This is an optimization exercise on Yosys and OpenROAD, whose aim is small area, not a production implementation. Function was checked by simulation only, so behaviour that the tests miss may differ from the original. No activity file was given, so power comes from the tool's default toggle rates.

## la_top
module la_top (
    input  logic       clk,
    input  logic       rst_i,
    input  logic       cmd_req_i,
    input  logic [7:0] cmd_data_i,
    output logic       cmd_ack_o,
    output logic       rsp_req_o,
    output logic [7:0] rsp_data_o,
    input  logic       rsp_ack_i,
    input  logic [16:0] probe_i
);
Size: about 1200 flip-flops, roughly 39 I/O pins, about 33000 um^2 of cells after synthesis.
==> module cmd_decoder, before the edit <==
module cmd_decoder (
    input  logic        clk,
    input  logic        rst_i,
    input  logic        cmd_req_i,
    input  logic [7:0]  cmd_data_i,
    output logic        cmd_ack_o,
    input  logic        busy_i,
    output logic [15:0] sh_o,
    input  logic        wload_i,     
    input  logic [15:0] wdin_i,
    output logic [15:0] word_o,
    output logic [2:0]  wsel_o,
    output logic        wv_o,        
    output logic        rd_issue_o   
);
    logic [3:0] cs;
    logic [3:0] dig1;
    logic       shift;
    logic       take, is_term, is_hex;
    logic [3:0] hv;
    assign take    = cmd_req_i && !cmd_ack_o && !busy_i;
    assign is_term = (cmd_data_i == 8'h0D) || (cmd_data_i == 8'h0A);
    assign is_hex  = ((cmd_data_i >= "0") && (cmd_data_i <= "9")) ||
                     ((cmd_data_i >= "A") && (cmd_data_i <= "F"));
    assign hv      = cmd_data_i[6] ? {1'b1, cmd_data_i[2:0] + 3'd1} : cmd_data_i[3:0];
    assign rd_issue_o = take && (cs == 4'd14) && is_term;
    always_ff @(posedge clk) begin
        if (rst_i) begin
            cmd_ack_o <= 1'b0;
            cs        <= 4'd0;
            wv_o      <= 1'b0;
        end else begin
            wv_o <= 1'b0;
            if (take) begin
                cmd_ack_o <= 1'b1;
            end else if (!cmd_req_i) begin
                cmd_ack_o <= 1'b0;
            end
            if (take) begin
                if (cs == 4'd0) begin
                    if (cmd_data_i == "W") begin
                        cs <= 4'd1;
                    end else if (cmd_data_i == "R") begin
                        cs <= 4'd10;
                    end
                end else if ((cs == 4'd9) || (cs == 4'd14)) begin
                    cs   <= 4'd0;
                    wv_o <= is_term && (cs == 4'd9);
                end else if (is_hex) begin
                    cs <= cs + 4'd1;
                end else begin
                    cs <= 4'd0;
                end
            end
        end
    end
    assign sh_o  = {dig1, word_o[11:0]};
    assign shift = take && (cs != 4'd0) && (cs != 4'd9) && (cs != 4'd14) && is_hex;
    always_ff @(posedge clk) begin
        if (shift) begin
            if ((cs == 4'd1) || (cs == 4'd10)) begin
                dig1 <= hv;
            end else if (cs >= 4'd5 && cs <= 4'd8) begin
                dig1 <= word_o[11:8];
            end
            if (cs == 4'd5) begin
                case (sh_o)
                    16'd1, 16'd2, 16'd3, 16'd5, 16'd6, 16'd7: wsel_o <= sh_o[2:0];
                    16'd8:   wsel_o <= 3'd4;
                    default: wsel_o <= 3'd0;
                endcase
            end
        end
    end
    always_ff @(posedge clk) begin
        if (wload_i) begin
            word_o <= wdin_i;
        end else if (shift && (cs != 4'd1) && (cs != 4'd10)) begin
            word_o[11:0] <= {word_o[7:0], hv};
        end
    end
endmodule
==> module capture_ctrl, before the edit <==
module capture_ctrl (
    input  logic       clk,
    input  logic       rst_i,
    input  logic       start_req_i,
    input  logic       stop_req_i,
    input  logic       trig_i,
    input  logic [5:0] trig_loc_i,
    output logic [2:0] state_o,
    output logic [5:0] wptr_o,
    output logic       we_o,
    output logic       go_o          
);
    logic [5:0] rptr;
    logic       start_q, stop_q;
    logic       stop_edge;
    assign we_o      = !state_o[2] && (state_o[1:0] != 2'd0);
    assign stop_edge = stop_req_i && !stop_q;
    assign go_o      = (state_o == 3'd0) && start_req_i && !start_q;
    always_ff @(posedge clk) begin
        if (rst_i) begin
            state_o <= 3'd0;
            wptr_o  <= '0;
            rptr    <= '0;
            start_q <= 1'b0;
            stop_q  <= 1'b0;
        end else begin
            start_q <= start_req_i;
            stop_q  <= stop_req_i;
            case (state_o)
                3'd0: begin
                    wptr_o <= '0;
                    rptr   <= '0;
                    if (go_o) begin
                        state_o <= 3'd1;
                    end
                end
                3'd1: begin
                    wptr_o <= wptr_o + 6'd1;
                    if (wptr_o == trig_loc_i) begin
                        state_o <= trig_i ? 3'd3 : 3'd2;
                    end
                end
                3'd2: begin
                    wptr_o <= wptr_o + 6'd1;
                    rptr   <= rptr + 6'd1;
                    if (trig_i) begin
                        state_o <= 3'd3;
                    end
                end
                3'd3: begin
                    wptr_o <= wptr_o + 6'd1;
                    if (wptr_o + 6'd1 == rptr) begin
                        state_o <= 3'd4;
                    end
                end
                default: begin
                end
            endcase
            if (stop_edge) begin
                state_o <= 3'd0;
            end
        end
    end
endmodule
==> flow/config.mk <==
export PLATFORM = sky130hd
export DESIGN_NAME = la_top
export DESIGN_NICKNAME = la_top
export VERILOG_FILES = /design/flow/design.v
export SDC_FILE = /design/flow/constraint.sdc
export NUM_CORES = 4
export LEC_CHECK = 0
export CAP_MARGIN = 20
export CORE_MARGIN = 2
export CORE_UTILIZATION = 60
export CTS_BUF_LIST = sky130_fd_sc_hd__clkbuf_8
export CTS_CLUSTER_DIAMETER = 60
export CTS_CLUSTER_SIZE = 17
export SLEW_MARGIN = 20
==> flow/constraint.sdc <==
create_clock -name core_clock -period 8.0 [get_ports {clk}]
set_input_delay 1.6000 -clock core_clock [delete_from_list [all_inputs] [get_ports {clk}]]
set_output_delay 1.6000 -clock core_clock [all_outputs]
set_load 0.01 [all_outputs]
standard.sh (not shown) runs the stock make flow with config.mk's settings and CLKGATE_MAP_FILE= SYNTH_SCRIPT=/design/flow/synth_recipe.tcl, a recipe that flattens the netlist after the stock synthesis.
==> flow/flow/run.sh <==
#!/bin/bash
# The standard layout (standard.sh), with these changes:
#  - synthesis maps logic with an area-oriented abc script (synth_wrap.tcl,
#    abc_area.script); everything else in it is synth_recipe.tcl;
#  - CTS adds no dummy loads to balance the clock tree;
#  - ports are buffered with the smallest buffer (the resizer still sizes it).
# The whole make output goes to standard_run.log; ORFS writes its per-step
# logs under orfs/logs.
set -euo pipefail
export FLOW_SYNTH_TCL="$PWD/synth_recipe.tcl"
export AREA_ABC_SCRIPT="$PWD/flow/abc_area.script"
export CTS_ARGS="-sink_clustering_enable -repair_clock_nets -sink_clustering_size 17 -sink_clustering_max_diameter 60 -buf_list sky130_fd_sc_hd__clkbuf_8 -dont_use_dummy_load"
export BUFFER_PORTS_ARGS="-buffer_cell sky130_fd_sc_hd__buf_1"
bash standard.sh SYNTH_SCRIPT="$PWD/flow/synth_wrap.tcl" finish > standard_run.log 2>&1
==> flow/flow/abc_area.script <==
&get -n
&st
&syn3
&dch
&nf -R 1000 -p -C 32
&st
&syn3
&dch
&nf -R 1000 -p -C 32
&put
==> flow/flow/synth_wrap.tcl <==
# The standard flow's synthesis (synth_recipe.tcl, sourced unchanged below) with one
# change: abc maps the logic with an area-oriented script instead of ORFS's
# speed script. abc only maps combinational logic, so the registers are the
# same as in the standard synthesis.
proc abc {args} {
  set i [lsearch $args -script]
  if { $i >= 0 } {
    set args [lreplace $args [expr {$i + 1}] [expr {$i + 1}] $::env(AREA_ABC_SCRIPT)]
  }
  yosys abc {*}$args
}
source $::env(FLOW_SYNTH_TCL)
The baseline went through all stages and came out clean.
Change:
--- a/flow/design.v
+++ b/flow/design.v
@@ -132,13 +132,15 @@
                 dig1 <= word_o[11:8];
             end
-            if (cs == 4'd5) begin
-                case (sh_o)
-                    16'd1, 16'd2, 16'd3, 16'd5, 16'd6, 16'd7: wsel_o <= sh_o[2:0];
-                    16'd8:   wsel_o <= 3'd4;
-                    default: wsel_o <= 3'd0;
-                endcase
-            end
         end
     end
+    logic [2:0] wsel_n;
+    always_comb begin
+        case (sh_o)
+            16'd1, 16'd2, 16'd3, 16'd5, 16'd6, 16'd7: wsel_n = sh_o[2:0];
+            16'd8:   wsel_n = 3'd4;
+            default: wsel_n = 3'd0;
+        endcase
+    end
+    assign wsel_o = word_o[14:12];
     always_ff @(posedge clk) begin
         if (wload_i) begin
@@ -146,4 +148,7 @@
         end else if (shift && (cs != 4'd1) && (cs != 4'd10)) begin
             word_o[11:0] <= {word_o[7:0], hv};
+            if (cs == 4'd5) begin
+                word_o[14:12] <= wsel_n;
+            end
         end
     end
@@ -256,5 +261,5 @@
     output logic       go_o          
 );
-    logic [5:0] rptr;
+    logic [5:0] gap;         
     logic       start_q, stop_q;
     logic       stop_edge;
@@ -266,5 +271,5 @@
             state_o <= 3'd0;
             wptr_o  <= '0;
-            rptr    <= '0;
+            gap     <= 6'h3F;
             start_q <= 1'b0;
             stop_q  <= 1'b0;
@@ -275,5 +280,5 @@
                 3'd0: begin
                     wptr_o <= '0;
-                    rptr   <= '0;
+                    gap    <= 6'h3F;
                     if (go_o) begin
                         state_o <= 3'd1;
@@ -282,4 +287,5 @@
                 3'd1: begin
                     wptr_o <= wptr_o + 6'd1;
+                    gap    <= gap - 6'd1;
                     if (wptr_o == trig_loc_i) begin
                         state_o <= trig_i ? 3'd3 : 3'd2;
@@ -288,5 +294,4 @@
                 3'd2: begin
                     wptr_o <= wptr_o + 6'd1;
-                    rptr   <= rptr + 6'd1;
                     if (trig_i) begin
                         state_o <= 3'd3;
@@ -295,5 +300,6 @@
                 3'd3: begin
                     wptr_o <= wptr_o + 6'd1;
-                    if (wptr_o + 6'd1 == rptr) begin
+                    gap    <= gap - 6'd1;
+                    if (gap == 6'd0) begin
                         state_o <= 3'd4;
                     end
Outcome:
- worst hold slack gets worse by 0.030 ns
- global-route usage increases by 0.29 points
- worst setup slack is worse by 0.34 ns
- routed wire length came out lower by 0.47%
- total power went down by 2.7%
- sequential cell count is lower by 3
- clock-buffer cell count is unchanged
- non-clock buffer count climbs by 6
- via count barely changes
- final area stays flat
- first-iteration DRC count came out lower by 7.4%

==> afterwards: timing with drivers on the ports <==
In the flow no input, the clock included, has a driving cell. The finished layouts below were timed again as built, in two steps.
Step 1, drivers: a clkbuf_16 drives clk and a buf_2 each remaining input, both assumed.
Step 2, shift: input delay + t, output delay - t, t = (earliest + latest rising clock arrival at the registers) / 2. This alone moves slack from input paths to output paths.
a / b / c = ideal / step 1 / step 2; a / b = the first two.
| run | t, ns | setup slack, ns | worst setup path after step 2 |
|---|---|---|---|
| the first run | 0.723 | 1.501 / 1.448 / 2.171 | register to output |
| the second run | 0.732 | 1.166 / 1.107 / 1.839 | register to output |
After both steps setup and hold are still met in every run listed.
